Background: an optimization exercise with open tools, aiming at small area, a short achievable clock period and few clock cycles per item. Do not read the settings as production practice. Function was checked by simulation only, so behaviour that the tests miss may differ from the original. Power is estimated from default activity; no workload was simulated.

[flow/run.sh]
#!/bin/bash
# synth_recipe.tcl (not shown) runs the flow's synth.tcl, then flattens the netlist and writes it again
# the make line also repeats each setting of config.mk as NAME=value (left out here)
make -C /OpenROAD-flow-scripts/flow DESIGN_CONFIG=/design/flow/config.mk WORK_HOME=/design/flow/orfs CLKGATE_MAP_FILE= SYNTH_SCRIPT=/design/flow/synth_recipe.tcl finish
[flow/config.mk]
export PLATFORM = sky130hd
export DESIGN_NAME = shortest_remaining_time_scheduler
export DESIGN_NICKNAME = shortest_remaining_time_scheduler
export VERILOG_FILES = /design/flow/design.v
export SDC_FILE = /design/flow/constraint.sdc
export NUM_CORES = 4
export LEC_CHECK = 0
export CAP_MARGIN = 20
export CORE_MARGIN = 2
export CORE_UTILIZATION = 40
export SLEW_MARGIN = 20
[flow/constraint.sdc]
create_clock -name core_clock -period 10.0 [get_ports {clk}]
set_input_delay 2.0000 -clock core_clock [delete_from_list [all_inputs] [get_ports {clk}]]
set_output_delay 2.0000 -clock core_clock [all_outputs]
set_load 0.01 [all_outputs]
[flow/design.v]
package srtf_pkg;
  localparam int MAX_JOBS = 16;
  localparam int IDX_W    = $clog2(MAX_JOBS);
  localparam int CNT_W    = $clog2(MAX_JOBS + 1);
  localparam int TIME_W   = 16;
  localparam int PC_W     = 5;
  localparam int SUM_W    = 32;
  localparam logic [TIME_W-1:0] TIME_MAX     = '1;
  localparam logic [PC_W-1:0]   PC_RESET     = PC_W'(16);
  localparam logic [PC_W-1:0]   DONE_MAX     = '1;
  localparam logic OP_LOAD = 1'b0;
  localparam logic OP_TICK = 1'b1;
  typedef struct packed {
    logic              operation;
    logic [3:0]        slot;
    logic [TIME_W-1:0] arrival_time;
    logic [TIME_W-1:0] burst_length;
  } in_item_t;
  typedef struct packed {
    logic              ran;
    logic [3:0]        running_slot;
    logic              completed;
    logic [TIME_W-1:0] end_time;
    logic [TIME_W-1:0] wait_time;
    logic [TIME_W-1:0] turnaround_time;
    logic              all_done;
    logic [SUM_W-1:0]  total_wait;
    logic [SUM_W-1:0]  total_turnaround;
  } out_item_t;
  typedef struct packed {
    logic [TIME_W-1:0] arrival;
    logic [TIME_W-1:0] burst;
    logic [TIME_W-1:0] remaining;
  } entry_t;
  typedef struct packed {
    logic   present;
    entry_t entry;
  } rd_resp_t;
  typedef struct packed {
    logic              have;
    logic [TIME_W-1:0] best;
    logic [IDX_W-1:0]  slot;
  } pick_t;
  typedef enum logic [2:0] {
    ST_IDLE,
    ST_SCAN,
    ST_FETCH,
    ST_UPDATE,
    ST_FINISH
  } state_t;
endpackage
module srtf_table (
  input  logic                          clk,
  input  logic                          rst,
  input  logic                          rd_en,
  input  logic [srtf_pkg::IDX_W-1:0]    rd_addr,
  input  logic                          wr_en,
  input  logic [srtf_pkg::IDX_W-1:0]    wr_addr,
  input  srtf_pkg::entry_t              wr_entry,
  output srtf_pkg::rd_resp_t            rd_resp
);
  logic [3*srtf_pkg::TIME_W-1:0]    mem [srtf_pkg::MAX_JOBS];
  logic [srtf_pkg::MAX_JOBS-1:0]    loaded;
  srtf_pkg::entry_t                 rd_entry;
  logic                             rd_present;
  assign rd_resp = {rd_present, rd_entry};
  always_ff @(posedge clk) begin
    if (wr_en) begin
      mem[wr_addr] <= wr_entry;
    end
    if (rd_en) begin
      rd_entry <= mem[rd_addr];
    end
  end
  always_ff @(posedge clk) begin
    if (rst) begin
      loaded     <= '0;
      rd_present <= 1'b0;
    end else begin
      if (wr_en) begin
        loaded[wr_addr] <= 1'b1;
      end
      if (rd_en) begin
        rd_present <= loaded[rd_addr];
      end
    end
  end
endmodule
module srtf_pick (
  input  logic                              clk,
  input  logic                              init,
  input  srtf_pkg::pick_t                   init_pick,
  input  logic                              cmp_en,
  input  logic [srtf_pkg::IDX_W-1:0]        cmp_slot,
  input  srtf_pkg::rd_resp_t                rd_resp,
  input  logic [srtf_pkg::TIME_W-1:0]       now,
  output srtf_pkg::pick_t                   sel,
  output srtf_pkg::pick_t                   sel_next
);
  logic [srtf_pkg::TIME_W-1:0] rem;
  logic                        better;
  always_comb begin
    rem      = rd_resp.present ? rd_resp.entry.remaining : '0;
    better   = cmp_en && (rem != '0) && (rd_resp.entry.arrival <= now) &&
               (!sel.have || (rem < sel.best));
    sel_next = sel;
    if (better) begin
      sel_next.have = 1'b1;
      sel_next.best = rem;
      sel_next.slot = cmp_slot;
    end
  end
  always_ff @(posedge clk) begin
    if (init) begin
      sel <= init_pick;
    end else if (cmp_en) begin
      sel <= sel_next;
    end
  end
endmodule
module shortest_remaining_time_scheduler (
  input  logic                          clk,
  input  logic                          rst,
  input  logic                          in_valid,
  output logic                          in_ready,
  input  srtf_pkg::in_item_t            in_data,
  output logic                          out_valid,
  input  logic                          out_ready,
  output srtf_pkg::out_item_t           out_data,
  input  logic                          cfg_valid,
  output logic                          cfg_ready,
  input  logic [srtf_pkg::PC_W-1:0]     cfg_data
);
  localparam int IW = srtf_pkg::IDX_W;
  localparam int TW = srtf_pkg::TIME_W;
  localparam int SW = srtf_pkg::SUM_W;
  srtf_pkg::state_t state, state_next;
  logic [srtf_pkg::PC_W-1:0] process_count;
  logic [TW-1:0]             current_time;
  logic                      held_valid;
  logic [IW-1:0]             held_slot;
  logic [TW-1:0]             held_remaining;
  logic [srtf_pkg::PC_W-1:0] done_count;
  logic [SW-1:0]             wait_sum;
  logic [SW-1:0]             turnaround_sum;
  logic [IW-1:0]             scan_idx;
  logic [IW-1:0]             scan_last;
  logic                      cmp_en;
  logic [IW-1:0]             cmp_slot;
  logic                      res_ran;
  logic [IW-1:0]             res_slot;
  logic                      res_comp;
  logic [TW-1:0]             res_fin;
  logic [TW-1:0]             res_wait;
  logic [TW-1:0]             res_turn;
  logic                      accept;
  logic                      rd_en;
  logic [IW-1:0]             rd_addr;
  logic                      wr_en;
  logic [IW-1:0]             wr_addr;
  srtf_pkg::entry_t          wr_entry;
  logic                      out_free;
  srtf_pkg::rd_resp_t        rd_resp;
  srtf_pkg::pick_t           init_pick;
  srtf_pkg::pick_t           sel;
  srtf_pkg::pick_t           sel_next;
  logic                      load_ok;
  logic                      run_over;
  logic [srtf_pkg::CNT_W-1:0] limit;
  logic [TW-1:0]             pick_rem;
  logic                      pick_run;
  logic [TW-1:0]             time_inc;
  logic [TW:0]               need;
  logic [TW:0]               wait_full;
  logic [TW:0]               turn_full;
  logic [SW:0]               wait_add;
  logic [SW:0]               turn_add;
  logic [SW-1:0]             wait_sum_next;
  logic [SW-1:0]             turn_sum_next;
  assign in_ready  = (state == srtf_pkg::ST_IDLE);
  assign cfg_ready = 1'b1;
  assign accept    = in_valid && in_ready;
  assign out_free  = !out_valid || out_ready;
  srtf_table u_table (
    .clk      (clk),
    .rst      (rst),
    .rd_en    (rd_en),
    .rd_addr  (rd_addr),
    .wr_en    (wr_en),
    .wr_addr  (wr_addr),
    .wr_entry (wr_entry),
    .rd_resp  (rd_resp)
  );
  srtf_pick u_pick (
    .clk       (clk),
    .init      (accept),
    .init_pick (init_pick),
    .cmp_en    (cmp_en),
    .cmp_slot  (cmp_slot),
    .rd_resp   (rd_resp),
    .now       (current_time),
    .sel       (sel),
    .sel_next  (sel_next)
  );
  always_comb begin
    load_ok  = 32'(in_data.slot) < 32'(srtf_pkg::MAX_JOBS);
    run_over = 32'(done_count) >= 32'(process_count);
    if (32'(process_count) < 32'(srtf_pkg::MAX_JOBS)) begin
      limit = srtf_pkg::CNT_W'(process_count);
    end else begin
      limit = srtf_pkg::CNT_W'(srtf_pkg::MAX_JOBS);
    end
    init_pick.have = held_valid;
    init_pick.best = held_remaining;
    init_pick.slot = held_valid ? held_slot : '0;
    pick_rem  = rd_resp.present ? rd_resp.entry.remaining : '0;
    pick_run  = sel.have && (pick_rem != '0);
    time_inc  = (current_time == srtf_pkg::TIME_MAX) ? current_time
                                                     : current_time + 1'b1;
    need      = {1'b0, rd_resp.entry.arrival} + {1'b0, rd_resp.entry.burst};
    wait_full = ({1'b0, time_inc} >= need) ? {1'b0, time_inc} - need : '0;
    turn_full = (time_inc >= rd_resp.entry.arrival) ?
                {1'b0, time_inc - rd_resp.entry.arrival} : '0;
    wait_add      = {1'b0, wait_sum} + (SW + 1)'(res_wait);
    turn_add      = {1'b0, turnaround_sum} + (SW + 1)'(res_turn);
    wait_sum_next = wait_add[SW] ? '1 : wait_add[SW-1:0];
    turn_sum_next = turn_add[SW] ? '1 : turn_add[SW-1:0];
    if (!res_comp) begin
      wait_sum_next = wait_sum;
      turn_sum_next = turnaround_sum;
    end
  end
  always_comb begin
    state_next        = state;
    rd_en             = 1'b0;
    rd_addr           = scan_idx;
    wr_en             = 1'b0;
    wr_addr           = IW'(in_data.slot);
    wr_entry.arrival  = in_data.arrival_time;
    wr_entry.burst    = in_data.burst_length;
    wr_entry.remaining = in_data.burst_length;
    case (state)
      srtf_pkg::ST_IDLE: begin
        if (accept) begin
          if (in_data.operation == srtf_pkg::OP_LOAD) begin
            wr_en      = load_ok;
            state_next = srtf_pkg::ST_FINISH;
          end else if (run_over) begin
            state_next = srtf_pkg::ST_FINISH;
          end else begin
            state_next = srtf_pkg::ST_SCAN;
          end
        end
      end
      srtf_pkg::ST_SCAN: begin
        rd_en = 1'b1;
        if (scan_idx == scan_last) begin
          state_next = srtf_pkg::ST_FETCH;
        end
      end
      srtf_pkg::ST_FETCH: begin
        rd_en      = 1'b1;
        rd_addr    = sel_next.slot;
        state_next = srtf_pkg::ST_UPDATE;
      end
      srtf_pkg::ST_UPDATE: begin
        wr_en              = pick_run;
        wr_addr            = sel.slot;
        wr_entry.arrival   = rd_resp.entry.arrival;
        wr_entry.burst     = rd_resp.entry.burst;
        wr_entry.remaining = pick_rem - 1'b1;
        state_next         = srtf_pkg::ST_FINISH;
      end
      srtf_pkg::ST_FINISH: begin
        if (out_free) begin
          state_next = srtf_pkg::ST_IDLE;
        end
      end
      default: begin
        state_next = srtf_pkg::ST_IDLE;
      end
    endcase
  end
  always_ff @(posedge clk) begin
    if (rst) begin
      state <= srtf_pkg::ST_IDLE;
    end else begin
      state <= state_next;
    end
  end
  always_ff @(posedge clk) begin
    if (rst) begin
      process_count <= srtf_pkg::PC_RESET;
    end else if (cfg_valid && cfg_ready) begin
      process_count <= cfg_data;
    end
  end
  always_ff @(posedge clk) begin
    if (accept) begin
      scan_idx  <= '0;
      scan_last <= IW'(limit - 1'b1);
    end else if (state == srtf_pkg::ST_SCAN && scan_idx != scan_last) begin
      scan_idx <= scan_idx + 1'b1;
    end
    cmp_slot <= scan_idx;
  end
  always_ff @(posedge clk) begin
    if (rst) begin
      cmp_en         <= 1'b0;
      current_time   <= '0;
      held_valid     <= 1'b0;
      held_slot      <= '0;
      held_remaining <= '0;
      done_count     <= '0;
      wait_sum       <= '0;
      turnaround_sum <= '0;
      res_ran        <= 1'b0;
      res_comp       <= 1'b0;
    end else begin
      cmp_en <= (state == srtf_pkg::ST_SCAN);
      if (accept) begin
        res_ran  <= 1'b0;
        res_comp <= 1'b0;
        res_slot <= '0;
        res_fin  <= '0;
        res_wait <= '0;
        res_turn <= '0;
        if (in_data.operation == srtf_pkg::OP_LOAD && load_ok) begin
          current_time   <= '0;
          done_count     <= '0;
          wait_sum       <= '0;
          turnaround_sum <= '0;
          held_valid     <= 1'b0;
          held_slot      <= '0;
          held_remaining <= '0;
        end
      end
      if (state == srtf_pkg::ST_UPDATE) begin
        current_time <= time_inc;
        if (!pick_run) begin
          held_valid <= 1'b0;
        end else begin
          res_ran  <= 1'b1;
          res_slot <= sel.slot;
          if (pick_rem == TW'(1)) begin
            res_comp       <= 1'b1;
            res_fin        <= time_inc;
            res_wait       <= wait_full[TW-1:0];
            res_turn       <= turn_full[TW-1:0];
            held_valid     <= 1'b0;
            held_slot      <= '0;
            held_remaining <= '0;
            if (done_count != srtf_pkg::DONE_MAX) begin
              done_count <= done_count + 1'b1;
            end
          end else begin
            held_valid     <= 1'b1;
            held_slot      <= sel.slot;
            held_remaining <= pick_rem - 1'b1;
          end
        end
      end
      if (state == srtf_pkg::ST_FINISH && out_free) begin
        wait_sum       <= wait_sum_next;
        turnaround_sum <= turn_sum_next;
      end
    end
  end
  always_ff @(posedge clk) begin
    if (rst) begin
      out_valid <= 1'b0;
    end else if (state == srtf_pkg::ST_FINISH && out_free) begin
      out_valid <= 1'b1;
    end else if (out_ready) begin
      out_valid <= 1'b0;
    end
  end
  always_ff @(posedge clk) begin
    if (state == srtf_pkg::ST_FINISH && out_free) begin
      out_data.ran              <= res_ran;
      out_data.running_slot     <= 4'(res_slot);
      out_data.completed        <= res_comp;
      out_data.end_time         <= res_fin;
      out_data.wait_time        <= res_wait;
      out_data.turnaround_time  <= res_turn;
      out_data.all_done         <= run_over;
      out_data.total_wait       <= wait_sum_next;
      out_data.total_turnaround <= turn_sum_next;
    end
  end
endmodule
==> impl_metrics.toml <==
[setup_path]
timing.setup.critical_path_class = "reg -> reg"
reg2reg_setup_slack_ps = 4230
reg2reg_depth = 15
reg2reg_from = "u_table.rd_present$_SDFFE_PP0P_"
crit_required_ps = 10410
rr_endpoint = "u_table.rd_entry[33]$_DFFE_PP_"
critPathLaunchType = "register"
timing.critical_path.fanout_max = 139
cp_cell_sequence = "nand2_1 > inv_1 > ha_1 > a21o_1 > a211o_1 > o211ai_1 > and4_1 > nand4_1 > a31oi_4 > buf_4 > buf_12 > mux2i_1 > mux2i_1 > mux2i_1 > mux2i_1"
timing.critical_path.to_type = "register"
critPathMaxStageDelay_ps = 910
data_arrival_at_the_endpoint_of_the_critical_path_ps = 6170
worst_path_most_repeated_cell = "sky130_fd_sc_hd__mux2i_1"
critPathLaunch = "u_table.rd_present$_SDFFE_PP0P_"
last_element_of_the_critical_path = "u_table.rd_entry[33]$_DFFE_PP_"
cpMaxStageDelayCell = "sky130_fd_sc_hd__dfxtp_1"

[finish]
final_design_area_no_fill_um2 = 59200
final_cell_count_no_fill = 5772
finish.net_count = 4105
layout-area-overhead-vs-synth_pct = 14.4
drive_above_1_share_pct = 7.74
fill_cell_total_of_the_finished_layout = 11300

[sta]
skew_ps = 68.5
final-hold-violation-count = 0
worst_slew_margin_rel_pct = 22.8
fmaxAchievable_mhz = 173
report.final.setup_viol = 0
rsz0062_at_grt = "false"
fin_crit_sh_pct = 57.7
final-max-slew-violation-count = 0
final.min_clock_period_ps = 5770
setup_total_negative_slack_ps = 0
fin_ws_ps = 4230
tightestPinTransition_ps = 1150

[clock_network]
post_cts_resize_count = 0
clock_sinks = 1155
clock_insertion_delay_worst_skew_ps = 750
htree_num_levels = 3
post_cts.repair.setup_buffers = 0
cts_tree = "yes"
cts_root_buffer = "sky130_fd_sc_hd__clkbuf_16"
cts.clk_slew.worst_paths_ps = 60
cts-buffers-inserted = 120
clk_path_buf_depth = 3
cts_hold_buffers = 0

[global_routing]
grt_first_pass_wirelength_um = 192000
grt_start_max_net_pins = 140
grt_usage_pct = 19.3
first_global_vias = 29900
number_of_antenna_violations_at_the_first_check_in_global_routing = 0
grt.overflow.total = 0

[job]
timing.max_cap.violations = 0

[synthesis]
synth_warnings = 3
mappedNetlistArea_um2 = 51800
synth.lib_cells_used.distinct = 79
synth_area_per_cell_um2 = 13.9
synthFlopType = "sky130_fd_sc_hd__edfxtp_1"
yosysTopAreaCell = "sky130_fd_sc_hd__edfxtp_1"
ys_seq_elements = 1155
synth.top_cells.by_area = "sky130_fd_sc_hd__edfxtp_1, sky130_fd_sc_hd__mux2i_1, sky130_fd_sc_hd__dfxtp_1"
post_synthesis_cells = 3733
synth_seq_area_share_pct = 64.2
synth_top_cell_area_share_pct = 58.7
count_of_flip_flops_with_a_built_in_enable_after_synthesis = 1012
postSynth.asyncResetShare_pct = 0
mappedNetlistNets = 3913

[worst_hold_path]
hold_path.class = "reg -> reg"
min-delay-start = "scan_idx[3]$_SDFFE_PP0P_"
worst_hold_path.num_cells = 0

[floorplan]
starting_density_of_the_core_pct = 40.1
die_height_um = 364
die_width_um = 364
die_area_um2 = 132000
boundaryPins = 169
core_um2 = 129000
placement_rows = 132

[route]
route.vias.total = 30700
finalWirelength_um = 130000
remaining_drc_errors = 0
drt-initial-drc-count = 2334
via_per_inst = 5.32
number_of_detailed_routing_iterations_run_before_antenna_repair = 6
wl_cell_um = 22.5
number_of_nets_with_antenna_violations_after_detailed_routing = 0

[pwr]
worst_ir_drop_vdd_v = 0.000209
power.leakage_uw = 0.0220
power_density_nw_per_um2 = 223

[placed_design]
detailedPlace.worstSlack_ps = 4340
port_buffers = 167
place.detailed.hpwl_um = 80100
routabilityCongestion = 0.837
place_area_um2 = 55400
placedCellCount = 5545

[run_status]
status = "no timing/DRC/antenna violations"
cells in the final DEF (no fill, tap or decap), types with 64 or more instances in the layout:
master and instances:
sky130_fd_sc_hd__dfxtp_1 143, sky130_fd_sc_hd__clkdlybuf4s50_1 166, sky130_fd_sc_hd__inv_1 124, sky130_fd_sc_hd__nand3_1 68, sky130_fd_sc_hd__ha_1 128, sky130_fd_sc_hd__a21oi_1 124, sky130_fd_sc_hd__xnor2_1 73, sky130_fd_sc_hd__nand2_1 261
sky130_fd_sc_hd__edfxtp_1 1012, sky130_fd_sc_hd__nor2_1 205, sky130_fd_sc_hd__buf_4 64, sky130_fd_sc_hd__clkbuf_16 121, sky130_fd_sc_hd__o21ai_0 136, sky130_fd_sc_hd__mux2i_1 737
logic make-up after synthesis:
family                   after synthesis  share of synthesized area [%]
multiplexers                         749                           14.5
flip-flops                          1155                           64.2
buffers and inverters                291                           2.58
XOR/XNOR                             100                           1.69
AO/OA/AOI/OAI                        541                           6.93
AND/OR/NAND/NOR                      763                           6.79
other                                  1                        0.00724
adder cells (fa/ha/maj)              133                           3.29
critical path: cells and delay by family, from the launching register on:
kind | cells | cell delay (ps)
flops | 1 | 910
buf+inv | 3 | 1210
simple gates | 3 | 730
mux | 4 | 1120
fa+ha+maj | 1 | 250
compound gates | 4 | 1010
metrics by stage:
step | utilization (%) | hold WS (ps) | total power, uW
detailed placement | 42.9 | 431 | 8960
global route | 45.9 | 452 | 13700
finish | 45.9 | 437 | 13200
global placement | 42.9 | 433 | 8940
floorplan | - | 386 | 8120
CTS | 45.9 | 438 | 13300
worst min path at each step:
stage	endpoint
4_1_cts	cmp_slot[2]$_DFF_P_
3_5_place_dp	cmp_slot[2]$_DFF_P_
5_1_grt	cmp_slot[3]$_DFF_P_
3_3_place_gp	cmp_slot[3]$_DFF_P_
6_report	cmp_slot[3]$_DFF_P_
2_1_floorplan	cmp_slot[3]$_DFF_P_
per-layer routing:
layer  vias to the layer above  wire length, um  global-route usage (%)
met4                         0             2620                    4.46
met2                       775            62700                    32.7
li1                      14500                -                       -
met1                     15300            58700                    26.3
met5                         -                0                       0
met3                       173             5710                    2.47
report_power, final:
part           internal (uW)  switching [uW]  total (uW)
combinational           1310            1810        3120
sequential              5530             206        5740
clock                   2400            1920        4320
layout make-up:
cell class,instances,area (um^2),share of cell area (%)
inverter,128,490,0.828
clock buffer,141,3120,5.27
sequential,1155,33300,56.1
tap,1742,2180,3.68
clock inverter,85,702,1.19
antenna,1,2.50,0.00423
timing repair buffer,233,2190,3.69
multi-input combinational,2287,17300,29.2
flip-flops by register name (all words and copies together), names as in the netlist, 21 cells and up:
signal	count
u_table.mem	768
wait_sum	32
u_pick.sel	21
u_table.rd_entry	48
turnaround_sum	32
out_data	119
synth_stat cells (35+ instances only):
cell type                  instances
sky130_fd_sc_hd__nand2_1         262
sky130_fd_sc_hd__nor2_1          208
sky130_fd_sc_hd__a22o_1           39
sky130_fd_sc_hd__buf_4            55
sky130_fd_sc_hd__a21oi_1         124
sky130_fd_sc_hd__o21ai_0         138
sky130_fd_sc_hd__nand3_1          68
sky130_fd_sc_hd__xnor2_1          73
sky130_fd_sc_hd__dfxtp_1         143
sky130_fd_sc_hd__clkbuf_1         74
sky130_fd_sc_hd__ha_1            128
sky130_fd_sc_hd__inv_1           126
sky130_fd_sc_hd__and2_1           35
sky130_fd_sc_hd__nor3_1           46
sky130_fd_sc_hd__mux2i_1         737
sky130_fd_sc_hd__edfxtp_1       1012
Testbench counts, summed over its fixed seeds: cycles 177,704, items 9,864.

## what the ideal ports hide
The flow's constraints put no driver on any port. The routed layout listed below was extracted and timed again, unchanged, in two steps.
Step 1 (the two cells are an assumption about what drives the block):
set clk [get_ports {clk}]
set_driving_cell -lib_cell sky130_fd_sc_hd__clkbuf_16 $clk
set_driving_cell -lib_cell sky130_fd_sc_hd__buf_2 [delete_from_list [all_inputs] $clk]
Step 2, shift: input delay + t, output delay - t, t = (earliest + latest rising clock arrival at the registers) / 2. This alone moves slack from input paths to output paths.
Three values: no drivers, after step 1, after step 2; two values: the first two.
t (ns): 0.787
setup WS [ns]: 4.232 / 4.232 / 4.232
hold slack, ns: 0.437 / 0.437 / 0.437
pins driven straight from the clock port: 1
After both steps this run still meets setup and hold. For this run, drivers alone change the setup slack by 0.000 ns; drivers and shift together by 0.000 ns.
